From an optimization exercise on the open Yosys and OpenROAD flow, aimed at small area and a short achievable clock period; shortcuts taken in it are not production practice. The RTL was checked by simulation tests, not by an equivalence proof against the original design. Power and IR drop assume default switching activity.

<file path="design/flow/design.v">
`timescale 1ns/1ps
package ex_isa_pkg;
	localparam logic [6:0] OPC_OP     = 7'b0110011;
	localparam logic [6:0] OPC_OP_IMM = 7'b0010011;
	localparam logic [6:0] OPC_BRANCH = 7'b1100011;
	localparam logic [6:0] OPC_JAL    = 7'b1101111;
	localparam logic [6:0] OPC_JALR   = 7'b1100111;
	localparam logic [6:0] OPC_LUI    = 7'b0110111;
	localparam logic [6:0] OPC_AUIPC  = 7'b0010111;
	localparam logic [2:0] F3_ADD_SUB = 3'b000;
	localparam logic [2:0] F3_SLL     = 3'b001;
	localparam logic [2:0] F3_SLT     = 3'b010;
	localparam logic [2:0] F3_SLTU    = 3'b011;
	localparam logic [2:0] F3_XOR     = 3'b100;
	localparam logic [2:0] F3_SR      = 3'b101;
	localparam logic [2:0] F3_OR      = 3'b110;
	localparam logic [2:0] F3_AND     = 3'b111;
	localparam logic [2:0] F3_BEQ  = 3'b000;
	localparam logic [2:0] F3_BNE  = 3'b001;
	localparam logic [2:0] F3_BLT  = 3'b100;
	localparam logic [2:0] F3_BGE  = 3'b101;
	localparam logic [2:0] F3_BLTU = 3'b110;
	localparam logic [2:0] F3_BGEU = 3'b111;
	typedef struct packed {
		logic [6:0] funct7;
		logic [4:0] rs2;
		logic [4:0] rs1;
		logic [2:0] funct3;
		logic [4:0] rd;
		logic [6:0] opcode;
	} inst_r_t;
	typedef struct packed {
		logic [11:0] imm12;
		logic [4:0]  rs1;
		logic [2:0]  funct3;
		logic [4:0]  rd;
		logic [6:0]  opcode;
	} inst_i_t;
	typedef union packed {
		inst_r_t r;
		inst_i_t i;
	} inst_u;
	typedef enum logic [3:0] {
		ALU_NONE, ALU_ADD, ALU_SUB, ALU_SLL, ALU_SLT, ALU_SLTU,
		ALU_XOR, ALU_SRL, ALU_SRA, ALU_OR, ALU_AND
	} alu_op_e;
	typedef enum logic [2:0] {
		BR_NONE, BR_EQ, BR_NE, BR_LT, BR_GE, BR_LTU, BR_GEU, BR_ALWAYS
	} br_op_e;
endpackage
`timescale 1ns/1ps
package ex_pipe_pkg;
	localparam int XLEN       = 64;
	localparam int SHAMT_W    = 6;
	localparam int REG_ADDR_W = 5;
	typedef struct packed {
		logic                  valid;
		logic [3:0]            alu_op;
		logic [2:0]            br_op;
		logic                  wr_en;
		logic [REG_ADDR_W-1:0] rd;
		logic [XLEN-1:0]       op1;
		logic [XLEN-1:0]       op2;
		logic [XLEN-1:0]       jump_base;
		logic [XLEN-1:0]       jump_offset;
	} ex_req_t;
	typedef struct packed {
		logic                  valid;
		logic                  wr_en;
		logic [REG_ADDR_W-1:0] rd;
		logic [XLEN-1:0]       data;
	} ex_wb_t;
	typedef struct packed {
		logic            en;
		logic [XLEN-1:0] addr;
	} ex_jump_t;
endpackage
`timescale 1ns/1ps
`timescale 1ns/1ps
module ex_prefix #(
	parameter int W    = 64,
	parameter int ARCH = 0
) (
	input  logic [W-1:0] g,
	input  logic [W-1:0] p,
	input  logic         cin,
	output logic [W-1:0] c
);
	localparam int L = (W <= 2) ? 1 : (W <= 4) ? 2 : (W <= 8) ? 3 : (W <= 16) ? 4 : (W <= 32) ? 5 : 6;
	logic [W-1:0] gl [0:2*L];
	logic [W-1:0] pl [0:2*L];
	always_comb begin
		for (int l = 0; l <= 2*L; l++) begin
			gl[l] = '0;
			pl[l] = '0;
		end
		gl[0]    = g;
		pl[0]    = p;
		gl[0][0] = g[0] | (p[0] & cin);
		if (ARCH == 0) begin
			for (int l = 0; l < L; l++) begin
				gl[l+1] = gl[l];
				pl[l+1] = pl[l];
				for (int i = 0; i < W; i++) begin
					if (((i >> l) & 1) == 1) begin
						gl[l+1][i] = gl[l][i] | (pl[l][i] & gl[l][((i >> l) << l) - 1]);
						pl[l+1][i] = pl[l][i] & pl[l][((i >> l) << l) - 1];
					end
				end
			end
			c = gl[L];
		end else if (ARCH == 1) begin
			for (int l = 0; l < L; l++) begin
				gl[l+1] = gl[l];
				pl[l+1] = pl[l];
				for (int i = 0; i < W; i++) begin
					if (i >= (1 << l)) begin
						gl[l+1][i] = gl[l][i] | (pl[l][i] & gl[l][i - (1 << l)]);
						pl[l+1][i] = pl[l][i] & pl[l][i - (1 << l)];
					end
				end
			end
			c = gl[L];
		end else begin
			for (int l = 0; l < L; l++) begin
				gl[l+1] = gl[l];
				pl[l+1] = pl[l];
				for (int i = 0; i < W; i++) begin
					if ((i % (2 << l)) == (2 << l) - 1) begin
						gl[l+1][i] = gl[l][i] | (pl[l][i] & gl[l][i - (1 << l)]);
						pl[l+1][i] = pl[l][i] & pl[l][i - (1 << l)];
					end
				end
			end
			for (int l = L - 2; l >= 0; l--) begin
				gl[2*L-1-l] = gl[2*L-2-l];
				pl[2*L-1-l] = pl[2*L-2-l];
				for (int i = 0; i < W; i++) begin
					if ((i % (2 << l)) == (1 << l) - 1 && i >= (2 << l)) begin
						gl[2*L-1-l][i] = gl[2*L-2-l][i] | (pl[2*L-2-l][i] & gl[2*L-2-l][i - (1 << l)]);
						pl[2*L-1-l][i] = pl[2*L-2-l][i] & pl[2*L-2-l][i - (1 << l)];
					end
				end
			end
			c = gl[2*L-1];
		end
	end
endmodule
`timescale 1ns/1ps
`timescale 1ns/1ps
module ex_stage (
	input  logic        clk,
	input  logic        rst_i,
	input  logic        valid_i,
	input  logic [31:0] inst_i,
	input  logic [63:0] op1_i,
	input  logic [63:0] op2_i,
	input  logic [63:0] jump_base_i,
	input  logic [63:0] jump_offset_i,
	input  logic        reg_wr_en_i,
	input  logic [4:0]  reg_wr_addr_i,
	output logic        out_valid_o,
	output logic        reg_wr_en_o,
	output logic [4:0]  reg_wr_addr_o,
	output logic [63:0] reg_wr_data_o,
	output logic        jump_en_o,
	output logic [63:0] jump_addr_o
);
	parameter int LO       = 32;
	parameter int TLO      = 32;
	parameter int ARCH     = 0;
	localparam int HI  = 64 - LO;
	localparam int THI = 64 - TLO;
	logic [6:0] opc;
	logic [2:0] f3;
	logic       b30;
	logic       is_op, is_opi, is_alu, is_br, is_jmp, is_add;
	assign opc    = inst_i[6:0];
	assign f3     = inst_i[14:12];
	assign b30    = inst_i[30];
	assign is_op  = opc == 7'b0110011;
	assign is_opi = opc == 7'b0010011;
	assign is_alu = is_op | is_opi;
	assign is_br  = opc == 7'b1100011;
	assign is_jmp = (opc == 7'b1101111) | (opc == 7'b1100111);
	assign is_add = is_jmp | (opc == 7'b0110111) | (opc == 7'b0010111);
	logic op_sum, op_sub, op_slt, op_sltu, op_sh, op_sll, op_sra, op_lg;
	assign op_sum  = is_add | (is_alu & (f3 == 3'b000));
	assign op_sub  = is_op & (f3 == 3'b000) & b30;
	assign op_slt  = is_alu & (f3 == 3'b010);
	assign op_sltu = is_alu & (f3 == 3'b011);
	assign op_sh   = is_alu & (f3[1:0] == 2'b01);
	assign op_sll  = is_alu & (f3 == 3'b001);
	assign op_sra  = is_alu & (f3 == 3'b101) & b30;
	assign op_lg   = is_alu & f3[2] & (f3[1:0] != 2'b01);
	logic inv_b, flip;
	assign inv_b = op_sub | op_slt | op_sltu | is_br;
	assign flip  = op_slt | (is_br & ~f3[1]);
	logic [63:0] a, b;
	assign a = op1_i;
	assign b = op2_i;
	logic [63:0] pa, ga, gs;
	assign pa = a ^ b;
	assign ga = a & b;
	assign gs = a & ~b;
	logic [LO-1:0] ca, cs, sum_lo;
	logic          c_lo;
	ex_prefix #(.W(LO), .ARCH(ARCH)) u_add_lo (
		.g   (ga[LO-1:0]),
		.p   (pa[LO-1:0]),
		.cin (1'b0),
		.c   (ca)
	);
	ex_prefix #(.W(LO), .ARCH(ARCH)) u_sub_lo (
		.g   (gs[LO-1:0]),
		.p   (~pa[LO-1:0]),
		.cin (1'b1),
		.c   (cs)
	);
	assign sum_lo = inv_b ? (~pa[LO-1:0] ^ {cs[LO-2:0], 1'b1}) :
	                        (pa[LO-1:0] ^ {ca[LO-2:0], 1'b0});
	assign c_lo   = inv_b ? cs[LO-1] : ca[LO-1];
	logic [HI-1:0] p_hi, g_hi;
	always_comb begin
		p_hi       = pa[63:LO] ^ {HI{inv_b}};
		g_hi       = inv_b ? gs[63:LO] : ga[63:LO];
		g_hi[HI-1] = (a[63] ^ flip) & (b[63] ^ inv_b ^ flip);
	end
	logic [63:0] lg;
	always_comb begin
		case (f3[1:0])
			2'b00:   lg = pa;
			2'b10:   lg = pa | ga;
			default: lg = ga;
		endcase
	end
	logic        fill;
	logic [63:0] xs;
	assign fill = op_sra & a[63];
	always_comb begin
		for (int i = 0; i < 64; i++) xs[i] = op_sll ? a[63-i] : a[i];
	end
	logic [63:0]    jp, jg;
	logic [TLO-1:0] jc;
	assign jp = jump_base_i ^ jump_offset_i;
	assign jg = jump_base_i & jump_offset_i;
	ex_prefix #(.W(TLO), .ARCH(ARCH)) u_tgt_lo (
		.g   (jg[TLO-1:0]),
		.p   (jp[TLO-1:0]),
		.cin (1'b0),
		.c   (jc)
	);
	logic          v1, we1;
	logic [4:0]    rd1;
	logic [63:0]   p1;
	logic [HI-1:0] g1;
	logic          c1, eqlo1;
	logic          shlo1, shhi1, sumhi1, ltop1, sll1, fill1;
	logic          cmp1, beq1, binv1, jmp1;
	logic [5:0]    sh1;
	logic [63:0]   jp1;
	logic [THI-1:0] jg1;
	logic          jc1;
	always_ff @(posedge clk) begin
		v1     <= ~rst_i & valid_i;
		we1    <= ~rst_i & valid_i & reg_wr_en_i;
		rd1    <= reg_wr_addr_i;
		if (op_sh)      p1 <= xs;
		else if (op_lg) p1 <= lg;
		else            p1 <= {p_hi, sum_lo};
		g1     <= g_hi;
		c1     <= c_lo;
		eqlo1  <= ~|pa[LO-1:0];
		shlo1  <= op_sh | op_lg | op_sum;
		shhi1  <= op_sh | op_lg;
		sumhi1 <= op_sum;
		ltop1  <= op_slt | op_sltu;
		sll1   <= op_sll;
		fill1  <= fill;
		sh1    <= op_sh ? b[5:0] : 6'd0;
		cmp1   <= is_br & (f3[2:1] != 2'b01);
		beq1   <= ~f3[2];
		binv1  <= f3[0];
		jmp1   <= is_jmp;
		jp1    <= {jp[63:TLO], jp[TLO-1:0] ^ {jc[TLO-2:0], 1'b0}};
		jg1    <= jg[63:TLO];
		jc1    <= jc[TLO-1];
	end
	logic [HI-1:0] c_hi, sum_hi;
	ex_prefix #(.W(HI), .ARCH(ARCH)) u_add_hi (
		.g   (g1),
		.p   (p1[63:LO]),
		.cin (c1),
		.c   (c_hi)
	);
	assign sum_hi = p1[63:LO] ^ {c_hi[HI-2:0], c1};
	logic lt, eq, taken;
	assign lt    = ~c_hi[HI-1];
	assign eq    = eqlo1 & (&p1[63:LO]);
	assign taken = jmp1 | (cmp1 & ((beq1 ? eq : lt) ^ binv1));
	logic [63:0] shr, shres;
	always_comb begin
		shr = p1;
		if (sh1[0]) shr = {{1{fill1}},  shr[63:1]};
		if (sh1[1]) shr = {{2{fill1}},  shr[63:2]};
		if (sh1[2]) shr = {{4{fill1}},  shr[63:4]};
		if (sh1[3]) shr = {{8{fill1}},  shr[63:8]};
		if (sh1[4]) shr = {{16{fill1}}, shr[63:16]};
		if (sh1[5]) shr = {{32{fill1}}, shr[63:32]};
		for (int i = 0; i < 64; i++) shres[i] = sll1 ? shr[63-i] : shr[i];
	end
	logic [63:0] result;
	always_comb begin
		result[LO-1:0] = {LO{shlo1}} & shres[LO-1:0];
		result[63:LO]  = ({HI{shhi1}} & shres[63:LO]) | ({HI{sumhi1}} & sum_hi);
		result[0]      = result[0] | (ltop1 & lt);
	end
	logic [THI-1:0] tc_hi;
	ex_prefix #(.W(THI), .ARCH(ARCH)) u_tgt_hi (
		.g   (jg1),
		.p   (jp1[63:TLO]),
		.cin (jc1),
		.c   (tc_hi)
	);
	logic        tk2;
	logic [63:0] tgt2;
	always_ff @(posedge clk) begin
		out_valid_o   <= ~rst_i & v1;
		reg_wr_en_o   <= ~rst_i & we1;
		jump_en_o     <= ~rst_i & v1 & taken;
		tk2           <= taken;
		reg_wr_addr_o <= rd1;
		reg_wr_data_o <= result;
		tgt2          <= {jp1[63:TLO] ^ {tc_hi[THI-2:0], jc1}, jp1[TLO-1:0]};
	end
	assign jump_addr_o = tgt2 & {64{tk2}};
endmodule
</file>
<file path="design/flow/flow/run.sh">
#!/bin/bash
# Standard layout, with plain buf_1 cells as the port buffers and more
# antenna repair passes. If antenna violations remain after detailed
# routing, the layout is redone once with a slightly different placement
# density so that the routes change.
ARGS=(BUFFER_PORTS_ARGS="-buffer_cell sky130_fd_sc_hd__buf_1" MAX_REPAIR_ANTENNAS_ITER_DRT=10 MAX_REPAIR_ANTENNAS_ITER_GRT=10)
bash standard.sh "${ARGS[@]}" > standard.log 2>&1
REP=orfs/reports/sky130hd/ex_stage/base/drt_antennas.log
if [[ ! -f out/final.def ]] || grep -q VIOLATED "$REP" 2>/dev/null; then
  mkdir -p attempt1
  cp standard.log attempt1/standard.log
  cp -r orfs/logs attempt1/logs 2>/dev/null
  cp "$REP" attempt1/ 2>/dev/null
  rm -rf orfs out/final.def
  bash standard.sh "${ARGS[@]}" PLACE_DENSITY_LB_ADDON=0.02 > standard_retry.log 2>&1
fi
</file>
<file path="design/flow/constraint.sdc">
create_clock -name core_clock -period 5.0 [get_ports {clk}]
set_input_delay 1.0000 -clock core_clock [delete_from_list [all_inputs] [get_ports {clk}]]
set_output_delay 1.0000 -clock core_clock [all_outputs]
set_load 0.01 [all_outputs]
</file>
<file path="design/flow/config.mk">
export PLATFORM = sky130hd
export DESIGN_NAME = ex_stage
export DESIGN_NICKNAME = ex_stage
export VERILOG_FILES = /design/flow/design.v
export SDC_FILE = /design/flow/constraint.sdc
export NUM_CORES = 4
export LEC_CHECK = 0
export ABC_AREA = 1
export CAP_MARGIN = 20
export CORE_MARGIN = 2
export CORE_UTILIZATION = 60
export CTS_CLUSTER_DIAMETER = 80
export CTS_CLUSTER_SIZE = 24
export SETUP_SLACK_MARGIN = 3.0
export SLEW_MARGIN = 20
export TNS_END_PERCENT = 5
</file>
<file path="design/flow/standard.sh">
#!/bin/bash
# synth_recipe.tcl (not shown) runs the flow's synth.tcl, then flattens the netlist and writes it again
# the make line also repeats each setting of config.mk as NAME=value (left out here)
make -C /OpenROAD-flow-scripts/flow DESIGN_CONFIG=/design/flow/config.mk WORK_HOME=/design/flow/orfs CLKGATE_MAP_FILE= SYNTH_SCRIPT=/design/flow/synth_recipe.tcl "${@:-finish}"
</file>
==> run summary, run 1 <==
- 0 — fin. max-slew vios
- 0.0158 µW — leak pwr
- 1 — CTS H-tree depth
- 12.9% — share of final-layout standard cells stronger than drive strength 1
- 0 — number of routed nets with antenna violations
- reg -> reg — Crit Path Class
- 411 — count of buffers from port buffering
- 0.00710 mm² — Storage cell area
- 354 — Sinks on Clock Net
- 0 — DRC viols
- 37.6% — total global-route track usage
- 0 — final count of hold timing violations
- 0.957 ns — transition time at the pin with the least slew margin
- 1.05 — Final GP Congestion
- 4 — number of warnings issued by yosys
- 354 — Seq cells post-synth
- 35.5% — headroom to the max-slew limit
- 60.8% — Starting Density
- 0.0313 mm² — Finished Cell Area
- flip-flop — Critical Path Sink Type
- 12.6% — share of the synthesized area in compound gates (AO/OA/AOI/OAI)
- 213 µm — horizontal die dimension
- 0.09 ns — clock-pin transition on the worst setup and hold timing paths
- 3826 — filler instances
- 0.0263 mm² — area of the mapped netlist
- 3304 — count of routing violations after the opening detailed-route iteration
- 0.59 ns — insertion delay to the later sink of the worst-skew pair
- 0.0454 mm² — floorplan die area
- 6.48 µm² — Syn Area/Cell
- 4 — largest driver fanout on the critical path
- 4628 — syn_nets
- 69 — maximum number of pins on one net before global-route repair
- 4052 — Post-Syn Instances
- 3.05 ns — worst endpoint data arrival time
- simple AND/OR/NAND/NOR gates — largest family of logic cells by synthesized area
- 213 µm — floorplan die height
- 0% — multiplexer fraction of the synthesized cell area
- 93100 µm — Total Routed Length
- 22 — number of buffers added by the clock tree synthesis step
- 2.56 ns — final worst path period need
- 0 ns — Sum Neg Setup Slack
- 0 — hold_buf cts
- 1.20% — xor and xnor fraction of the mapped netlist area
- true — RSZ-0062 raised after global routing
- 19.2% — signed area change from the synthesized netlist to the final layout
- 0 — Max-Cap Viols
- 66100 µm — post-detail-place hpwl
- flip-flop — Startpoint Class
- 13.7% — Adder-Cell Fraction of Synth Area
- 3 — number of buffers on the longest clock path
- 0 — number of setup violations in the final report
- 24672 — number of global-route vias before repair
- built — TritonCTS clock tree
- 134000 µm — global-route wire length before repair
- 0.390 GHz — max frequency
- 0.0432 mm² — area inside the core boundary
- 0 — GRT overflow
- 76 — placement row count
- reg -> reg — path class of the lowest-slack min-delay path
- 240 mW/mm² — areal power density over the cells
- 47 — number of distinct library cells after synthesis
- 0.0181 mm² — combined area of the multi-input logic cells
- 0.0281 mm² — area post-placement
- 9 — number of detailed-route iterations in the first pass
- 5.82 — drt via density
- 18.6 µm — mean routed wirelength per cell
- sky130_fd_sc_hd__clkbuf_16 — Clock Root Buffer
- 5.49 ns — worst path required time
- 27.0% — sequential cell area fraction in the yosys report
- 0.246 mV — Max VDD drop
- 4 — number of antenna violations at the first check in global routing
- 0.0516 ns — Clock Skew
- 51.2% — Final Cycle Share
- 29060 — via count
- complete, no violations — outcome
- 4968 — number of nets in the layout
- 35.4% — basic-gate share of the synthesized area counting and, or, nand and nor cells
- 433 — IO Pins
[worst max-delay path: stages (launching register included)]
cell and delay (ns):
sky130_fd_sc_hd__dfxtp_1 0.60, sky130_fd_sc_hd__nand2_1 0.19, sky130_fd_sc_hd__nor2_1 0.31, sky130_fd_sc_hd__nand2_1 0.17, sky130_fd_sc_hd__nor4_2 0.47, sky130_fd_sc_hd__nand2_1 0.14, sky130_fd_sc_hd__nand3_1 0.12, sky130_fd_sc_hd__nand2_1 0.06
sky130_fd_sc_hd__nand2_1 0.08, sky130_fd_sc_hd__nand3_2 0.15, sky130_fd_sc_hd__a21oi_1 0.16
[final cells by class]
type	instances	area share, %
clock inverters	12	0.416
multi-input cells	3038	57.8
diodes	4	0.0320
well taps	585	2.34
clock buffers	25	1.89
inverters	461	5.76
repair buffers	515	9.08
flip-flops and latches	354	22.7
[cells by family after synthesis]
kind of cell / count (synthesis)
AO/OA/AOI/OAI: 560
XOR/XNOR: 36
adder cells (fa/ha/maj): 279
buffers and inverters: 662
flip-flops: 354
AND/OR/NAND/NOR: 2161
[per-stage QoR]
| step | setup slack [ns] | hold slack (ns) | util (%) | power, µW | instances |
|---|---|---|---|---|---|
| 4_1_cts | 2.46 | 0.331 | 67.9 | 7250 | 4937 |
| 3_3_place_gp | 1.31 | 0.310 | 65.1 | 5230 | 4884 |
| 3_5_place_dp | 1.27 | 0.312 | 65.1 | 5260 | 4884 |
| 2_1_floorplan | 1.99 | 0.310 | - | 4640 | 4052 |
| 5_1_grt | 2.37 | 0.339 | 72.5 | 7890 | 4992 |
| 6_report | 2.44 | 0.324 | 72.5 | 7500 | 4994 |
[routing by layer]
metal	global-route usage [%]	wire, µm	share of wire (%)	up-vias
met4	14.4	4230	4.5	2
met1	53.2	37500	40	13127
li1	-	-	-	13954
met2	56.8	39800	43	1722
met3	6.77	11500	12	255
met5	0	11	0.012	-
[report_power, final]
group          switching (µW)  internal [µW]  total [µW]
combinational            1410            795        2200
sequential                198           3140        3340
clock                    1060            895        1960
total                    2670           4830        7500
[synth_stat cells, drive strengths merged]
master / n / area (µm²)
fa: 15 / 300
a211oi: 60 / 450
a22oi: 21 / 158
nand3: 701 / 3520
dfxtp: 354 / 7090
or2: 43 / 269
xnor2: 8 / 70.1
and2: 5 / 31.3
o211ai: 47 / 353
nand4: 10 / 62.6
o21bai: 7 / 52.6
nand3b: 2 / 15.0
o31ai: 12 / 90.1
ha: 264 / 3300
nor2: 212 / 846
o2111ai: 1 / 8.76
buf: 112 / 573
a21oi: 254 / 1280
a21boi: 3 / 22.5
xor2: 28 / 245
o22ai: 29 / 181
o221ai: 11 / 96.3
clkbuf: 89 / 335
nor4: 3 / 18.8
inv: 460 / 1730
and3: 12 / 75.1
a21o: 12 / 90.1
clkinv: 1 / 3.75
o21a: 1 / 7.51
a31oi: 10 / 62.6
o21ai: 91 / 455
nand2: 1152 / 4350
a221oi: 1 / 8.76
nor3: 21 / 110
[path summary, 6_finish.rpt]
check              start         to  slack [ns]  depth (start not counted)
setup / recovery  p1[48]  jump_en_o        2.44                         10
hold / removal    jp1[4]    tgt2[4]        0.32                          0
setup reg to reg  p1[48]  jump_en_o        2.44                         10
hold reg to reg   jp1[4]    tgt2[4]        0.32                          0
[placed cells by master, fill, tap and decap left out, types with 17 or more instances in the layout]
cell / count
sky130_fd_sc_hd__o21ai_1: 18
sky130_fd_sc_hd__a22oi_1: 21
sky130_fd_sc_hd__buf_6: 23
sky130_fd_sc_hd__buf_2: 27
sky130_fd_sc_hd__o22ai_1: 29
sky130_fd_sc_hd__buf_1: 363
sky130_fd_sc_hd__nor3_1: 17
sky130_fd_sc_hd__a211oi_1: 59
sky130_fd_sc_hd__o211ai_1: 47
sky130_fd_sc_hd__nand2_1: 1060
sky130_fd_sc_hd__ha_1: 238
sky130_fd_sc_hd__nand2_4: 17
sky130_fd_sc_hd__a21oi_1: 231
sky130_fd_sc_hd__inv_1: 424
sky130_fd_sc_hd__o21ai_0: 64
sky130_fd_sc_hd__buf_4: 59
sky130_fd_sc_hd__inv_2: 24
sky130_fd_sc_hd__xor2_1: 28
sky130_fd_sc_hd__nand2_2: 72
sky130_fd_sc_hd__clkbuf_16: 29
sky130_fd_sc_hd__dfxtp_1: 344
sky130_fd_sc_hd__ha_4: 19
sky130_fd_sc_hd__nand3_2: 84
sky130_fd_sc_hd__nor2_1: 186
sky130_fd_sc_hd__or2_2: 38
sky130_fd_sc_hd__nand3_1: 602
sky130_fd_sc_hd__a21oi_2: 17
[repair_timing]
| item | 4_1_cts | 5_1_grt |
|---|---|---|
| setup buffers | 16 | 40 |
| pin swaps | 9 | 78 |
| gates cloned | 0 | 12 |
| setup endpoints to repair | 357 | 359 |
| resized for setup | 102 | 368 |
[registers in the layout, summed over array words and instances, names as in the netlist, 5 cells and up]
| signal | cells |
|---|---|
| p1 | 64 |
| tgt2 | 64 |
| g1 | 32 |
| jp1 | 64 |
| sh1 | 6 |
| rd1 | 5 |
| reg_wr_data_o | 64 |
| jg1 | 31 |
| reg_wr_addr_o | 5 |
==> inputs of run 2 (changes only) <==
--- a/design/flow/config.mk
+++ b/design/flow/config.mk
@@ -12,5 +12,5 @@
 export CTS_CLUSTER_DIAMETER = 80
 export CTS_CLUSTER_SIZE = 24
-export SETUP_SLACK_MARGIN = 3.0
+export SETUP_SLACK_MARGIN = 2.7
 export SLEW_MARGIN = 20
 export TNS_END_PERCENT = 5
==> run 2 against run 1 <==
  * Final cell count is 0.30% lower
  * Clock-buffer cell count is 4 lower
  * Combinational power is 3% lower
  * Largest cell class unchanged
  * Die area stayed put
  * Critical endpoint is now p1[9]
  * Final area is 3.5% lower
  * Setup slack worse by 0.044 ns
  * Critical path depth is 4 higher
==> run summary, run 2 <==
- 354 — Sinks on Clock Net, unchanged
- 4954 — number of nets in the layout, -0.28%
- 135000 µm — global-route wire length before repair, +0.66%
- complete, no violations — outcome
- 0 — fin. max-slew vios, unchanged
- 25.5% — headroom to the max-slew limit, -10 points
- 27.0% — share of the synthesized area in the top cell type, unchanged
- 1099 x sky130_fd_sc_hd__nand2_1, 685 x sky130_fd_sc_hd__nand3_1, 413 x sky130_fd_sc_hd__inv_1 — commonest cells after routing, fill and taps aside
- 411 — count of buffers from port buffering, unchanged
- sky130_fd_sc_hd__dfxtp_1 — post-synth top area cell
- 1.12 ns — transition time at the pin with the least slew margin, +0.159 ns
- 21 — number of buffers added by the clock tree synthesis step, -4.5%
- 15.0% — signed area change from the synthesized netlist to the final layout
- sky130_fd_sc_hd__dfxtp_1 27%, sky130_fd_sc_hd__nand2_1 16%, sky130_fd_sc_hd__nand3_1 13%, sky130_fd_sc_hd__ha_1 13%, sky130_fd_sc_hd__inv_1 6.3% — leading cell types by total area after synthesis
- 0.0432 mm² — area inside the core boundary, unchanged
- 4 — number of warnings issued by yosys, unchanged
- 213 µm — floorplan die height, unchanged
- 28526 — via count, -1.8%
- 3.06 ns — worst endpoint data arrival time, about the same
- sky130_fd_sc_hd__dfxtp_1 — dominant register cell in the synthesized netlist
- 0 — Min-Delay Path Depth, unchanged
- 37.8% — total global-route track usage, +0.21 points
- 0.0263 mm² — area of the mapped netlist, unchanged
- 89900 µm — Total Routed Length, -3.5%
- 60.8% — Starting Density, unchanged
- 0 — GRT overflow, unchanged
- 0.250 mV — Max VDD drop, +1.7%
- 0% — proportion of synthesized flip-flops having asynchronous set or reset, unchanged
- 0.384 GHz — max frequency, -1.7%
- 354 — Seq cells post-synth, unchanged
- 433 — IO Pins, unchanged
- 7 — number of detailed-route iterations in the first pass, -2
- 1.04 — Final GP Congestion, -1.4%
- 14 — Crit path depth, +4
- 0.0154 µW — leak pwr, -2.7%
- 52.1% — Final Cycle Share, +0.88 points
- 0 — final count of hold timing violations, unchanged
- 7250 µW — overall power of the completed layout, -3.3%
- 3392 — count of routing violations after the opening detailed-route iteration, +2.7%
- 0 — Max-Cap Viols, unchanged
- 240 mW/mm² — areal power density over the cells, +0.20%
- 0.0454 mm² — floorplan die area, unchanged
- 5.73 — drt via density, -1.5%
- 10 — R2R cell count, unchanged
- 4628 — syn_nets, unchanged
- 4 — largest driver fanout on the critical path, unchanged
- p1[9] — crit path capture
- 18.0 µm — mean routed wirelength per cell, -3.2%
- 0.0314 ns — Clock Skew, -0.0202 ns
- 2.52 ns — slack of the worst reg-to-reg path, +0.08 ns
- 4052 — Post-Syn Instances, unchanged
- 69 — maximum number of pins on one net before global-route repair, unchanged
- 2.61 ns — final worst path period need, +0.0438 ns
- 1142 x sky130_fd_sc_hd__nand2_1, 699 x sky130_fd_sc_hd__nand3_1, 440 x sky130_fd_sc_hd__inv_1, 354 x sky130_fd_sc_hd__dfxtp_1, 264 x sky130_fd_sc_hd__ha_1 — commonest cells in the netlist
- 0.09 ns — clock-pin transition on the worst setup and hold timing paths, about the same
- adder cells — cell family with most CP delay
- sky130_fd_sc_hd__fa_2 — CP max-delay cell
- sky130_fd_sc_hd__nand2_1 — dominant cell by count in the synthesized netlist
- 0 — number of synthesized flops with an enable pin, unchanged
- 0 — number of routed nets with antenna violations, unchanged
- sky130_fd_sc_hd__clkbuf_16 — Clock Root Buffer
- 9.62% — share of final-layout standard cells stronger than drive strength 1, -3.3 points
- primary input — Startpoint Class
- 2 — count of buffering cells on the critical path with inverters included, +2
- in -> reg — Crit Path Class
- true — RSZ-0062 raised after global routing
- jump_en_o — R2R Path End
- 3981 — filler instances, +4.1%
- 0 — number of setup violations in the final report, unchanged
- 66300 µm — post-detail-place hpwl, +0.26%
- buf_12, ha_4, fa_2, nand2_2, nand2_2, nand3_4, nand2_4, buf_4, fa_1, nand2_1, o21ai_2, xor2_1, nand2_1, a21oi_2 — list of cells traversed by the critical path
- 4979 — number of cells in the finished layout apart from fillers, -0.30%
- p1[48] — FF-to-FF Start
- 24999 — number of global-route vias before repair, +1.3%
- 4892 — number of placed instances, taps included, +0.16%
- 27.0% — sequential cell area fraction in the yosys report, unchanged
- 0 — DRC viols, unchanged
- sky130_fd_sc_hd__nand2_1 — most frequent standard cell in the layout excluding fill and tap cells
- 76 — placement row count, unchanged
- 1 — CTS H-tree depth, unchanged
- 47 — number of distinct library cells after synthesis, unchanged
- flip-flop — Critical Path Sink Type
- reg -> reg — path class of the lowest-slack min-delay path
- 0 ns — Sum Neg Setup Slack, unchanged
- 0.56 ns — insertion delay to the later sink of the worst-skew pair, -0.03 ns
- 0.318 ns — Worst Hold Slack, -0.00633 ns
- 10 — number of antenna violations at the first check in global routing, +6
- built — TritonCTS clock tree
- 0.39 ns — max incr delay on CP, -0.21 ns
- 6.48 µm² — Syn Area/Cell, unchanged
- 5.46 ns — worst path required time, -0.03 ns
- 3 — number of buffers on the longest clock path, unchanged
- 213 µm — horizontal die dimension, unchanged
- op1_i[0] — Critical Path Source
run 2: cell counts after synthesis:
Identical to the previous run, type by type.
run 2: kinds of logic (layout without fill, tap and decap cells):
| kind of cell | Yosys count | in the layout | share of synthesized area, % |
|---|---|---|---|
| AO/OA/AOI/OAI | 560 | 560 | 12.6 |
| XOR/XNOR | 36 | 36 | 1.20 |
| adder cells (fa/ha/maj) | 279 | 279 | 13.7 |
| buffers and inverters | 662 | 993 | 10.1 |
| flip-flops | 354 | 354 | 27.0 |
| other | 0 | 8 | 0 |
| AND/OR/NAND/NOR | 2161 | 2164 | 35.4 |
run 2: per-layer routing:
layer	vias up	track usage, %	wire length, µm	share of wire (%)
li1	13935	-	-	-
met1	12802	51.9	36800	41
met2	1560	57.1	38700	43
met3	227	9.46	10800	12
met4	2	14.2	3550	4.0
met5	-	0	13	0.014
run 2: worst min path at each step:
stage / slack [ns] / end / startpoint
after global placement: 0.31 / tgt2[13] / jp1[13]
after CTS: 0.31 / tgt2[6] / jp1[6]
after floorplan: 0.31 / reg_wr_addr_o[0] / rd1[0]
final: 0.32 / tgt2[3] / jp1[3]
after detailed placement: 0.31 / tgt2[31] / jp1[31]
after global routing: 0.33 / tgt2[3] / jp1[3]
run 2: what timing repair did:
action	CTS	global route
hold buffers	0	0
pin swaps	15	41
cloned	6	1
resized for setup	129	144
endpoints found under the hold margin	0	0
buffers inserted	27	14
endpoints found under the setup margin	256	258
run 2: final cells by class:
class                   count  area (µm²)  share of cell area, %
diodes                      8        20.0                 0.0663
clock buffers              21         526                   1.74
clock inverters            10         103                  0.340
inverters                 461        1770                   5.85
multi-input cells        3039       17400                   57.8
flip-flops and latches    354        7100                   23.5
well taps                 585         732                   2.43
repair buffers            501        2490                   8.26
run 2: power by group:
part / switching, µW / total [µW] / internal, µW
logic: 1370 / 2130 / 766
clock network: 1000 / 1800 / 801
registers: 178 / 3320 / 3140
run 2: per-stage QoR:
step                util [%]  setup WS [ns]  instance area (µm²)
global route            69.9           2.36                30200
detailed placement      65.2           1.28                28100
floorplan                  -           1.99                26400
global placement        65.2           1.32                28100
CTS                     68.4           2.45                29500
finish                  69.9           2.39                30200
==> inputs of run 3 (changes only) <==
--- a/design/flow/config.mk
+++ b/design/flow/config.mk
@@ -9,5 +9,5 @@
 export CAP_MARGIN = 20
 export CORE_MARGIN = 2
-export CORE_UTILIZATION = 60
+export CORE_UTILIZATION = 66
 export CTS_CLUSTER_DIAMETER = 80
 export CTS_CLUSTER_SIZE = 24
==> run 3 against run 2 <==
  * Clock skew fell by 0.0079 ns
  * Power increased by 4.2%
  * Setup slack got worse by 0.0016 ns
  * Register-to-register slack got worse by 0.13 ns
  * Clock power rose by 14%
  * Global-route usage is 3.9 points higher
  * Area after synthesis unchanged
  * Sequential share of layout area down 0.13 points
  * Clock-buffer cell count rose by 6
  * Sequential power about the same
  * Critical path depth decreased by 6
  * Final area is 0.55% higher
==> run summary, run 3 <==
- 433 — IO Pins, unchanged
- 0 — DRC viols, unchanged
- 27.0% — share of the synthesized area in the top cell type, unchanged
- 8 — number of antenna violations at the first check in global routing, -2
- 6.48 µm² — Syn Area/Cell, unchanged
- 3 — number of buffers on the longest clock path, unchanged
- nand2_1, nor2_1, nand2_1, nor4_1, nand4_1, nand3_1, nand3_2, a21oi_1 — list of cells traversed by the critical path
- 0.0395 mm² — area inside the core boundary, -8.6%
- 2.61 ns — final worst path period need, +0.00159 ns
- 0.384 GHz — max frequency, about the same
- 18.6 µm — mean routed wirelength per cell, +3.1%
- 4 — number of warnings issued by yosys, unchanged
- 10.5% — share of final-layout standard cells stronger than drive strength 1, +0.88 points
- 203 µm — horizontal die dimension, -4.6%
- built — TritonCTS clock tree
- 3725 — count of routing violations after the opening detailed-route iteration, +9.8%
- 35.9% — share of total power consumed by net switching, +0.84 points
- 27.1% — proportion of power drawn by the clock network, +2.2 points
- 0.0175 mm² — combined area of the multi-input logic cells, +0.16%
- 30.7% — headroom to the max-slew limit, +5.2 points
- 5.52 ns — worst path required time, +0.06 ns
- complete, no violations — outcome
- 3144 — filler instances, -21%
- sky130_fd_sc_hd__clkbuf_16 — Clock Root Buffer
- 25845 — number of global-route vias before repair, +3.4%
- 8 — R2R cell count, -2
- jump_en_o — R2R Path End
- reg -> reg — path class of the lowest-slack min-delay path
- 0.0263 mm² — area of the mapped netlist, unchanged
- 4919 — number of cells in the finished layout apart from fillers, -1.2%
- flip-flop — Startpoint Class
- tgt2[18] — Hold EP
- 91500 µm — Total Routed Length, +1.8%
- 1.01 — Final GP Congestion, -2.7%
- sky130_fd_sc_hd__nand2_1 — most prevalent standard cell on the critical path
- 2710 µW — Switch Pwr, +6.7%
- flip-flop — Critical Path Sink Type
- 65200 µm — post-detail-place hpwl, -1.7%
- 0.0414 mm² — floorplan die area, -8.9%
- 0 — number of routed nets with antenna violations, unchanged
- 0.0156 µW — leak pwr, +1.3%
- 52.1% — Final Cycle Share, about the same
- reg -> reg — Crit Path Class
- 0.59 ns — max incr delay on CP, +0.20 ns
- 0.249 mV — Max VDD drop, -0.24%
- 8 — number of detailed-route iterations in the first pass, +1
- 0 — number of synthesized flops with an enable pin, unchanged
- 354 — Seq cells post-synth, unchanged
- 27.0% — sequential cell area fraction in the yosys report, unchanged
- 354 — Sinks on Clock Net, unchanged
- 73 — placement row count, -3.9%
- 23 — number of buffers added by the clock tree synthesis step, +9.5%
- 137000 µm — global-route wire length before repair, +2.1%
- sky130_fd_sc_hd__dfxtp_1 — CP max-delay cell
- 7550 µW — overall power of the completed layout, +4.2%
- jp1[18] — Hold Crit Start
- 4628 — syn_nets, unchanged
- 0.00710 mm² — Storage cell area, about the same
- 47 — number of distinct library cells after synthesis, unchanged
- 203 µm — floorplan die height, -4.6%
- 4840 µW — cell internal power dissipation, +2.8%
- 1095 x sky130_fd_sc_hd__nand2_1, 683 x sky130_fd_sc_hd__nand3_1, 403 x sky130_fd_sc_hd__inv_1 — commonest cells after routing, fill and taps aside
- 0 — GRT overflow, unchanged
- 0.0235 ns — Clock Skew, -0.00794 ns
- 4 — largest driver fanout on the critical path, unchanged
- 5.95 — drt via density, +3.9%
- 29286 — via count, +2.7%
- 0 ns — Sum Neg Setup Slack, unchanged
- true — RSZ-0062 raised after global routing
- sky130_fd_sc_hd__nand2_1 — most frequent standard cell in the layout excluding fill and tap cells
- 76.9% — post-layout util, +7.0 points
- 0% — proportion of synthesized flip-flops having asynchronous set or reset, unchanged
- 0 — Max-Cap Viols, unchanged
- 44.0% — sequential group share of total power, -1.7 points
- sky130_fd_sc_hd__nand2_1 — dominant cell by count in the synthesized netlist
- 0 — final count of hold timing violations, unchanged
- 1 — CTS H-tree depth, unchanged
- 411 — count of buffers from port buffering, unchanged
- 1142 x sky130_fd_sc_hd__nand2_1, 699 x sky130_fd_sc_hd__nand3_1, 440 x sky130_fd_sc_hd__inv_1, 354 x sky130_fd_sc_hd__dfxtp_1, 264 x sky130_fd_sc_hd__ha_1 — commonest cells in the netlist
- 0.329 ns — Worst Hold Slack, +0.0116 ns
- sky130_fd_sc_hd__dfxtp_1 — dominant register cell in the synthesized netlist
- 1.04 ns — transition time at the pin with the least slew margin, -0.0759 ns
- 4952 — number of nets in the layout, -0.040%
- 28.9% — relative contribution of combinational cells to total power, -0.5 points
- 41.7% — total global-route track usage, +3.9 points
- 0.10 ns — clock-pin transition on the worst setup and hold timing paths, about the same
- p1[48] — FF-to-FF Start
- 249 mW/mm² — areal power density over the cells, +3.6%
- 4818 — number of placed instances, taps included, -1.5%
- 15.6% — signed area change from the synthesized netlist to the final layout
- 66.5% — Starting Density, +5.7 points
- 0 — fin. max-slew vios, unchanged
- 0.59 ns — insertion delay to the later sink of the worst-skew pair, +0.03 ns
- 0 — Min-Delay Path Depth, unchanged
- 2.39 ns — slack of the worst reg-to-reg path, -0.13 ns
- 0 — number of setup violations in the final report, unchanged
- 69 — maximum number of pins on one net before global-route repair, unchanged
- sky130_fd_sc_hd__dfxtp_1 — post-synth top area cell
- 4052 — Post-Syn Instances, unchanged
- 3.13 ns — worst endpoint data arrival time, +0.07 ns
- sky130_fd_sc_hd__dfxtp_1 27%, sky130_fd_sc_hd__nand2_1 16%, sky130_fd_sc_hd__nand3_1 13%, sky130_fd_sc_hd__ha_1 13%, sky130_fd_sc_hd__inv_1 6.3% — leading cell types by total area after synthesis
[run 3: cell count changes in the layout (fill, tap and decap cells not counted), sizes merged]
cell / before / now
bufinv: 0 / 1
nor2: 213 / 212
clkinv: 4 / 5
buf: 489 / 477
clkbuf: 32 / 48
diode: 8 / 5
inv: 466 / 465
bufbuf: 1 / 0
[run 3: repair_timing]
action | CTS | global route
gates cloned | 3 | 1
pin swaps | 15 | 35
hold buffers | 0 | 0
hold endpoints to repair | 0 | 0
gates resized for setup | 137 | 194
endpoints found under the setup margin | 258 | 246
buffers inserted | 25 | 29
[run 3: layer usage]
metal	vias up	global-route usage (%)	part of all wire, %
li1	13932	-	-
met1	13123	55.1	38
met2	1914	64.8	44
met3	307	9.62	13
met4	10	19.3	4.9
met5	-	0	0.067
[run 3: kinds of logic after synthesis]
| group | share of synthesized area (%) |
|---|---|
| fa+ha+maj | 13.7 |
| flops | 27.0 |
| xor+xnor | 1.20 |
| simple gates | 35.4 |
| compound gates | 12.6 |
| buf+inv | 10.1 |
[run 3: how the worst max path moves through the flow]
stage | start | end | depth (start not counted)
after detailed placement | op1_i[0] | p1[17] | 16
after global placement | op1_i[0] | p1[17] | 16
after floorplan | op1_i[0] | p1[17] | 17
after CTS | tk2 | jump_addr_o[25] | 4
after global routing | op1_i[11] | p1[17] | 16
final | p1[48] | jump_en_o | 8
[run 3: cell type report]
cell class,instances,area share (%)
Inverter,461,5.90
Sequential cell,354,23.4
Timing Repair Buffer,498,8.46
Antenna cell,5,0.0412
Tap cell,525,2.16
Clock inverter,11,0.536
Clock buffer,27,1.95
Multi-Input combinational cell,3038,57.6
[run 3: power by group through the flow]
| stage | Clock, µW | Sequential [µW] | Combinational (µW) |
|---|---|---|---|
| 6_report | 2050 | 3320 | 2180 |
| 5_1_grt | 2160 | 3350 | 2410 |
| 3_5_place_dp | 0 | 3370 | 1880 |
| 2_1_floorplan | 0 | 3310 | 1330 |
| 4_1_cts | 2050 | 3310 | 1960 |
| 3_3_place_gp | 0 | 3370 | 1840 |
[run 3: stage by stage]
step | cell area (µm²) | setup slack [ns]
3_5_place_dp | 28000 | 1.25
2_1_floorplan | 26400 | 1.99
3_3_place_gp | 28000 | 1.27
6_report | 30300 | 2.39
4_1_cts | 29400 | 2.49
5_1_grt | 30300 | 2.32
[run 3: critical path, delay by kind of cell (launching register included)]
kind | cells | cell delay [ns]
AO/OA/AOI/OAI | 1 | 0.14
flip-flops | 1 | 0.59
AND/OR/NAND/NOR | 7 | 1.82
==> inputs of run 4 (changes only) <==
--- a/design/flow/design.v
+++ b/design/flow/design.v
@@ -168,5 +168,5 @@
 );
 	parameter int LO       = 32;
-	parameter int TLO      = 32;
+	parameter int TLO      = 48;
 	parameter int ARCH     = 0;
 	localparam int HI  = 64 - LO;
--- a/design/flow/config.mk
+++ b/design/flow/config.mk
@@ -9,5 +9,5 @@
 export CAP_MARGIN = 20
 export CORE_MARGIN = 2
-export CORE_UTILIZATION = 66
+export CORE_UTILIZATION = 60
 export CTS_CLUSTER_DIAMETER = 80
 export CTS_CLUSTER_SIZE = 24
==> run 4 against run 3 <==
  * Critical path depth is 3 higher
  * Clock-buffer cell count is 5 lower
  * Hold slack worse by 0.0075 ns
  * Clock skew is 0.0082 ns higher
  * Sequential power is 4% lower
  * Maximum frequency is 0.17% higher
  * Via count is 3.5% lower
  * Wire length is 3.0% lower
  * Final cell count is 0.53% higher
  * Non-clock buffer count is 15 lower
  * Largest power group unchanged
==> run summary, run 4 <==
- complete, no violations — outcome
- jp1[6] — Hold Crit Start
- clkbuf_4, nor2_4, nand2_1, nor2_1, nand3_2, nand3_4, buf_4, buf_12, or2_2, nand3_1, a21oi_1 — list of cells traversed by the critical path
- sky130_fd_sc_hd__nand2_1 — dominant cell by count in the synthesized netlist
- 0 — final count of hold timing violations, unchanged
- 433 — IO Pins, unchanged
- 0.0151 µW — leak pwr, -3.0%
- 51 — number of distinct library cells after synthesis, +8.5%
- 0 — GRT overflow, unchanged
- 4018 — filler instances, +28%
- 8.06% — share of final-layout standard cells stronger than drive strength 1, -2.4 points
- 2.60 ns — final worst path period need, -0.00450 ns
- 51.4% — met1 GRT Util, -3.6 points
- p1[49] — FF-to-FF Start
- primary input — Startpoint Class
- 24831 — number of global-route vias before repair, -3.9%
- sky130_fd_sc_hd__dfxtp_1 26%, sky130_fd_sc_hd__nand2_1 17%, sky130_fd_sc_hd__nand3_1 13%, sky130_fd_sc_hd__ha_1 13%, sky130_fd_sc_hd__inv_1 6.5% — leading cell types by total area after synthesis
- 3.04 ns — worst endpoint data arrival time, -0.09 ns
- sky130_fd_sc_hd__nand2_1 — most frequent standard cell in the layout excluding fill and tap cells
- met2 — GRT Max-Usage Layer
- sky130_fd_sc_hd__dfxtp_1 — post-synth top area cell
- in -> reg — Crit Path Class
- 60.5% — Starting Density, -6.0 points
- 68.7% — post-layout util, -8.2 points
- 0 — DRC viols, unchanged
- true — RSZ-0062 raised after global routing
- 411 — count of buffers from port buffering, unchanged
- 1.03 — Final GP Congestion, +1.9%
- 58.0% — met2 GRT Util, -6.8 points
- 245 mW/mm² — areal power density over the cells, -1.7%
- 3 — number of buffers on the longest clock path, unchanged
- 37.9% — total global-route track usage, -3.8 points
- sky130_fd_sc_hd__dfxtp_1 — dominant register cell in the synthesized netlist
- 1.08 ns — transition time at the pin with the least slew margin, +0.0379 ns
- 13.9% — Adder-Cell Fraction of Synth Area, +0.19 points
- 212 µm — horizontal die dimension, +4.2%
- 2894 — count of routing violations after the opening detailed-route iteration, -22%
- 0.0259 mm² — area of the mapped netlist, -1.2%
- 0% — proportion of synthesized flip-flops having asynchronous set or reset, unchanged
- built — TritonCTS clock tree
- 4921 — number of nets in the layout, -0.63%
- 12.6% — share of the synthesized area in compound gates (AO/OA/AOI/OAI), -0.047 points
- 76 — placement row count, +4.1%
- 4040 — Post-Syn Instances, -0.30%
- flip-flop — Critical Path Sink Type
- 0.384 GHz — max frequency, +0.17%
- 8 — number of antenna violations at the first check in global routing, unchanged
- 0.241 mV — Max VDD drop, -3.4%
- 0 — Max-Cap Viols, unchanged
- 0 — number of routed nets with antenna violations, unchanged
- 52.1% — Final Cycle Share, -0.090 points
- 28.1% — headroom to the max-slew limit, -2.5 points
- 1.42% — xor and xnor fraction of the mapped netlist area, +0.22 points
- 26.1% — sequential cell area fraction in the yosys report, -0.91 points
- 0% — multiplexer fraction of the synthesized cell area, unchanged
- 4616 — syn_nets, -0.26%
- 105 — maximum number of pins on one net before global-route repair, +52%
- 5.72 — drt via density, -4.0%
- 0.0316 ns — Clock Skew, +0.00817 ns
- 5.44 ns — worst path required time, -0.08 ns
- 0.0429 mm² — area inside the core boundary, +8.7%
- 134000 µm — global-route wire length before repair, -2.6%
- 7 — number of detailed-route iterations in the first pass, -1
- 28261 — via count, -3.5%
- inst_i[12] — Critical Path Source
- 0 ns — Sum Neg Setup Slack, unchanged
- sky130_fd_sc_hd__a21oi_1 — CP max-delay cell
- 45 — largest driver fanout on the critical path, +41
- reg -> reg — path class of the lowest-slack min-delay path
- 0.33 ns — max incr delay on CP, -0.26 ns
- 0.322 ns — Worst Hold Slack, -0.00749 ns
- 0.09 ns — clock-pin transition on the worst setup and hold timing paths, about the same
- 66400 µm — post-detail-place hpwl, +1.9%
- 0 — number of synthesized flops with an enable pin, unchanged
- 26.1% — share of the synthesized area in the top cell type, -0.91 points
- 0.57 ns — insertion delay to the later sink of the worst-skew pair, -0.02 ns
- 35.7% — basic-gate share of the synthesized area counting and, or, nand and nor cells, +0.31 points
- 338 — Seq cells post-synth, -4.5%
- 8.71% — met3 GRT Util, -0.91 points
- 0 — number of setup violations in the final report, unchanged
- sky130_fd_sc_hd__clkbuf_16 — Clock Root Buffer
- 6.42 µm² — Syn Area/Cell, -0.88%
- 338 — Sinks on Clock Net, -4.5%
- 212 µm — floorplan die height, +4.2%
- 0.0449 mm² — floorplan die area, +8.5%
- 88800 µm — Total Routed Length, -3.0%
- simple AND/OR/NAND/NOR gates — largest family of logic cells by synthesized area
- 1147 x sky130_fd_sc_hd__nand2_1, 693 x sky130_fd_sc_hd__nand3_1, 448 x sky130_fd_sc_hd__inv_1, 338 x sky130_fd_sc_hd__dfxtp_1, 263 x sky130_fd_sc_hd__ha_1 — commonest cells in the netlist
- 21 — number of buffers added by the clock tree synthesis step, -8.7%
- 13.6% — signed area change from the synthesized netlist to the final layout
- 18.0 µm — mean routed wirelength per cell, -3.5%
- 0 — fin. max-slew vios, unchanged
- 10 — number of warnings issued by yosys, +6
- 1116 x sky130_fd_sc_hd__nand2_1, 687 x sky130_fd_sc_hd__nand3_1, 426 x sky130_fd_sc_hd__inv_1 — commonest cells after routing, fill and taps aside
- 1 — CTS H-tree depth, unchanged
[run 4: final timing paths]
| kind | endpoint | slack [ns] | depth (start not counted) |
|---|---|---|---|
| setup / recovery | p1[54] | 2.40 | 11 |
| hold / removal | tgt2[6] | 0.32 | 0 |
| setup reg to reg | jump_en_o | 2.61 | 8 |
| hold reg to reg | tgt2[6] | 0.32 | 0 |
[run 4: repair_timing]
item,CTS,global route
cloned,1,2
setup endpoints to repair,258,256
setup buffers,26,11
hold buffers,0,0
pin swaps,20,21
gates resized for setup,134,88
[run 4: per-stage QoR]
step	setup slack (ns)	cell area, µm²	total power [µW]	std cells
floorplan	1.98	26000	4520	4040
global placement	1.22	27700	5110	4866
detailed placement	1.22	27700	5150	4866
CTS	2.48	29100	7130	4926
global route	2.30	29500	7600	4943
finish	2.40	29500	7210	4945
[run 4: cell families (layout without fill, tap and decap cells)]
group	Yosys count	count (layout)
AOI/OAI and AO/OA	553	553
xor gates and xnor gates	42	42
adders and majority gates	279	279
buffers and inverters	668	981
DFF	338	338
other	0	5
and+or+nand+nor	2160	2162
[run 4: cell type report]
| class | count | area [µm²] | area share [%] |
|---|---|---|---|
| multi-input combinational | 3036 | 17100 | 58.1 |
| timing repair buffer | 483 | 2350 | 7.97 |
| tap | 585 | 732 | 2.48 |
| sequential | 338 | 6780 | 23.0 |
| clock inverter | 11 | 169 | 0.573 |
| clock buffer | 22 | 529 | 1.80 |
| inverter | 465 | 1790 | 6.07 |
| antenna | 5 | 12.5 | 0.0425 |
[run 4: power breakdown]
part | internal [µW] | total [µW] | switching, µW
combinational | 747 | 2080 | 1340
clock | 915 | 1930 | 1010
sequential | 3020 | 3200 | 184
total | 4680 | 7210 | 2530
[run 4: routing by layer]
layer  up-vias  share of wire (%)
met3       233                 11
met5         -              0.039
met2      1441                 43
li1      13822                  -
met4         6                4.5
met1     12759                 41
[run 4: critical path: cells and delay by family]
| kind | cells | cell delay (ns) |
|---|---|---|
| and+or+nand+nor | 7 | 0.88 |
| buffers and inverters | 3 | 0.79 |
| AOI/OAI and AO/OA | 1 | 0.33 |
==> inputs of run 5 (changes only) <==
--- a/design/flow/config.mk
+++ b/design/flow/config.mk
@@ -12,5 +12,5 @@
 export CTS_CLUSTER_DIAMETER = 80
 export CTS_CLUSTER_SIZE = 24
-export SETUP_SLACK_MARGIN = 2.7
+export SETUP_SLACK_MARGIN = 2.9
 export SLEW_MARGIN = 20
 export TNS_END_PERCENT = 5
==> run 5 against run 4 <==
  * Largest cell class unchanged
  * Final area is 2.8% higher
  * Critical endpoint is now jp1[32]
  * Wire length is 2.8% higher
  * Via count is 1.1% higher
  * Final cell count is 0.79% higher
  * Still clean on timing, DRC and antenna
  * Hold slack better by 0.0064 ns
  * First-iteration DRC count is 19% higher
  * Synthesized cell count stayed put
  * Highest routed layer unchanged
==> run summary, run 5 <==
- 4984 — number of cells in the finished layout apart from fillers, +0.79%
- 16.8% — signed area change from the synthesized netlist to the final layout
- 6.42 µm² — Syn Area/Cell, unchanged
- 51.1% — Final Cycle Share, -1.0 points
- primary input — Startpoint Class
- sky130_fd_sc_hd__nand2_1 — most frequent standard cell in the layout excluding fill and tap cells
- 60.5% — Starting Density, unchanged
- 35.4% — share of total power consumed by net switching, +0.33 points
- 1 — CTS H-tree depth, unchanged
- 4957 — number of nets in the layout, +0.73%
- 38.7% — total global-route track usage, +0.82 points
- 0.392 GHz — max frequency, +2.0%
- buf_1, ha_1, nand2_1, nor2_2, nand2_2, nor2_4, nand2_2, nor3_2, nand2_4, nand2_8, inv_2, fa_2, inv_1 — list of cells traversed by the critical path
- 10 — R2R cell count, +2
- 13.9% — Adder-Cell Fraction of Synth Area, unchanged
- 12.6% — share of the synthesized area in compound gates (AO/OA/AOI/OAI), unchanged
- flip-flop — Critical Path Sink Type
- sky130_fd_sc_hd__nand2_2 — most prevalent standard cell on the critical path
- 12 — number of antenna violations at the first check in global routing, +4
- 2570 µW — Switch Pwr, +1.7%
- 4040 — Post-Syn Instances, unchanged
- 0.09 ns — clock-pin transition on the worst setup and hold timing paths, about the same
- 136000 µm — global-route wire length before repair, +1.9%
- 91300 µm — Total Routed Length, +2.8%
- p1[47] — FF-to-FF Start
- 0.57 ns — insertion delay to the later sink of the worst-skew pair, about the same
- 4690 µW — cell internal power dissipation, +0.26%
- 2.55 ns — final worst path period need, -0.0499 ns
- sky130_fd_sc_hd__fa_2 — CP max-delay cell
- 0 — number of routed nets with antenna violations, unchanged
- 2.53 ns — slack of the worst reg-to-reg path, -0.08 ns
- 8 — number of detailed-route iterations in the first pass, +1
- 1147 x sky130_fd_sc_hd__nand2_1, 693 x sky130_fd_sc_hd__nand3_1, 448 x sky130_fd_sc_hd__inv_1, 338 x sky130_fd_sc_hd__dfxtp_1, 263 x sky130_fd_sc_hd__ha_1 — commonest cells in the netlist
- 3437 — count of routing violations after the opening detailed-route iteration, +19%
- sky130_fd_sc_hd__clkbuf_16 — Clock Root Buffer
- 411 — count of buffers from port buffering, unchanged
- 4866 — number of placed instances, taps included, unchanged
- 43.9% — sequential group share of total power, -0.5 points
- built — TritonCTS clock tree
- 0 — number of setup violations in the final report, unchanged
- 0.328 ns — Worst Hold Slack, +0.00642 ns
- 18.3 µm — mean routed wirelength per cell, +2.0%
- 0 — Max-Cap Viols, unchanged
- 7270 µW — overall power of the completed layout, +0.77%
- simple AND/OR/NAND/NOR gates — largest family of logic cells by synthesized area
- 1.25 ns — pre-CTS worst setup slack, +0.0279 ns
- 0 ns — Sum Neg Setup Slack, unchanged
- 0 — hold_buf cts, unchanged
- 5.73 — drt via density, +0.31%
- 26.9% — headroom to the max-slew limit, -1.2 points
- sky130_fd_sc_hd__dfxtp_1 — dominant register cell in the synthesized netlist
- 24887 — number of global-route vias before repair, +0.23%
- 0.50 ns — max incr delay on CP, +0.17 ns
- 0 — GRT overflow, unchanged
- 0 — final count of hold timing violations, unchanged
- 212 µm — horizontal die dimension, unchanged
- 0.0154 µW — leak pwr, +2.0%
- 3.01 ns — worst endpoint data arrival time, -0.03 ns
- 0.257 mV — Max VDD drop, +6.6%
- 0% — proportion of synthesized flip-flops having asynchronous set or reset, unchanged
- jp1[42] — Hold Crit Start
- 0.998 — Final GP Congestion, -3.0%
- 35.7% — basic-gate share of the synthesized area counting and, or, nand and nor cells, unchanged
- 3 — number of buffers on the longest clock path, unchanged
- 26.1% — sequential cell area fraction in the yosys report, unchanged
- 5.45 ns — worst path required time, about the same
- 433 — IO Pins, unchanged
- 212 µm — floorplan die height, unchanged
- 28571 — via count, +1.1%
- 1095 x sky130_fd_sc_hd__nand2_1, 682 x sky130_fd_sc_hd__nand3_1, 414 x sky130_fd_sc_hd__inv_1 — commonest cells after routing, fill and taps aside
- 4616 — syn_nets, unchanged
- sky130_fd_sc_hd__nand2_1 — dominant cell by count in the synthesized netlist
- 240 mW/mm² — areal power density over the cells, -2.0%
- 0 — DRC viols, unchanged
- sky130_fd_sc_hd__dfxtp_1 26%, sky130_fd_sc_hd__nand2_1 17%, sky130_fd_sc_hd__nand3_1 13%, sky130_fd_sc_hd__ha_1 13%, sky130_fd_sc_hd__inv_1 6.5% — leading cell types by total area after synthesis
- 338 — Sinks on Clock Net, unchanged
- 21 — number of buffers added by the clock tree synthesis step, unchanged
- 2.45 ns — setup slack after layout, +0.0499 ns
- 1.09 ns — transition time at the pin with the least slew margin, +0.0166 ns
- reg_wr_data_o[51] — R2R Path End
- 51 — number of distinct library cells after synthesis, unchanged
- 76 — placement row count, unchanged
- 0.0259 mm² — area of the mapped netlist, unchanged
- true — RSZ-0062 raised after global routing
- 10 — number of warnings issued by yosys, unchanged
- 26.1% — share of the synthesized area in the top cell type, unchanged
- 0 — number of synthesized flops with an enable pin, unchanged
- 66 — maximum number of pins on one net before global-route repair, -37%
- 0.0449 mm² — floorplan die area, unchanged
- 338 — Seq cells post-synth, unchanged
- 0.0429 mm² — area inside the core boundary, unchanged
- 25.5% — proportion of power drawn by the clock network, -1.2 points
- 1.42% — xor and xnor fraction of the mapped netlist area, unchanged
- 10.5% — share of final-layout standard cells stronger than drive strength 1, +2.5 points
- tgt2[42] — Hold EP
- 30.6% — relative contribution of combinational cells to total power, +1.7 points
- 65800 µm — post-detail-place hpwl, -0.85%
- 0 — fin. max-slew vios, unchanged
- 0 — Min-Delay Path Depth, unchanged
- 0% — multiplexer fraction of the synthesized cell area, unchanged
- sky130_fd_sc_hd__dfxtp_1 — post-synth top area cell
- 4 — largest driver fanout on the critical path, -91%
- complete, no violations — outcome
- reg -> reg — path class of the lowest-slack min-delay path
- in -> reg — Crit Path Class
- 0.0333 ns — Clock Skew, +0.00167 ns
==> run 5: cell type report <==
cell class | count | area, µm²
multi-input combinational | 3037 | 17600
fill | 3885 | 12600
sequential | 338 | 6790
timing repair buffer | 515 | 2700
inverter | 465 | 1810
tap | 585 | 732
clock buffer | 23 | 533
clock inverter | 11 | 140
timing repair inverter | 3 | 18.8
antenna | 7 | 17.5
==> run 5: through the flow <==
step / util [%] / cell area, µm²
after detailed placement: 64.7 / 27700
after global placement: 64.7 / 27700
after floorplan: - / 26100
after CTS: 68.7 / 29500
after global routing: 70.6 / 30300
final: 70.7 / 30300
==> run 5: timing repair <==
item                                    CTS  global route
gates cloned                              6             4
gates resized for setup                 171           163
pin swaps                                28            45
endpoints found under the setup margin  282           296
buffers inserted                         42            25
==> run 5: critical path, delay by kind of cell <==
family	cells	cell delay [ns]
simple gates	8	1.01
fa+ha+maj	2	0.83
buf+inv	3	0.16
==> run 5: worst max path at each step <==
stage	start	endpoint	slack, ns	depth (start not counted)
after floorplan	op1_i[0]	p1[16]	1.98	16
after global routing	jump_base_i[25]	jp1[32]	2.38	13
after detailed placement	op1_i[0]	p1[16]	1.25	14
after global placement	op1_i[0]	p1[16]	1.25	14
after CTS	inst_i[2]	p1[21]	2.47	11
final	jump_base_i[25]	jp1[32]	2.45	13
==> run 5: logic make-up (layout without fill, tap and decap cells) <==
logic type,after synthesis,count (layout)
and+or+nand+nor,2160,2163
buffers and inverters,668,1017
AOI/OAI and AO/OA,553,553
DFF,338,338
adders and majority gates,279,279
xor gates and xnor gates,42,42
other,0,7
==> run 5: power by group through the flow <==
stage / combinational, µW / sequential (µW) / clock, µW
after floorplan: 1350 / 3180 / 0
after global placement: 1890 / 3230 / 0
after detailed placement: 1910 / 3240 / 0
after CTS: 2040 / 3180 / 1880
after global routing: 2460 / 3220 / 1980
final: 2220 / 3190 / 1860
==> run 5: per-layer routing <==
metal | up-vias | track usage (%) | part of all wire, %
li1 | 13883 | - | -
met1 | 12789 | 53.5 | 41
met2 | 1613 | 59.3 | 43
met3 | 276 | 7.05 | 12
met4 | 10 | 16.1 | 5.1
met5 | - | 0 | 0.074

-- what the ideal ports hide --
The results above use ideal ports. As a check the final layouts listed here were re-extracted and re-timed, cells and wires unchanged.
Step 1: set_driving_cell puts a clkbuf_16 on clk and a buf_2 on each other input, an assumption about the parent block.
Step 2 adds t to the input delays and takes it off the output delays; t is the mean of the earliest and latest rising clock arrival at the registers after step 1. Input paths then give back, and output paths get back, about the clock's delay inside the block.
a / b / c = ideal / step 1 / step 2; a / b = the first two.
run | shift t [ns] | setup slack, ns | worst setup path after step 2 | worst data-port slew with drivers (ns) | cell pins on the clock port's net
run 1 | 0.623 | 2.438 / 2.414 / 1.846 | input to register | 0.10 | 1
run 2 | 0.602 | 2.394 / 2.409 / 1.808 | input to register | 0.11 | 1
run 3 | 0.639 | 2.393 / 2.393 / 1.834 | input to register | 0.12 | 1
run 4 | 0.617 | 2.397 / 2.423 / 1.807 | input to register | 0.12 | 1
run 5 | 0.614 | 2.447 / 2.414 / 1.866 | input to register | 0.10 | 1
After both steps every run listed still meets setup and hold. For run 1, which loses most, drivers alone change the setup slack by -0.024 ns; drivers and shift together by -0.592 ns.
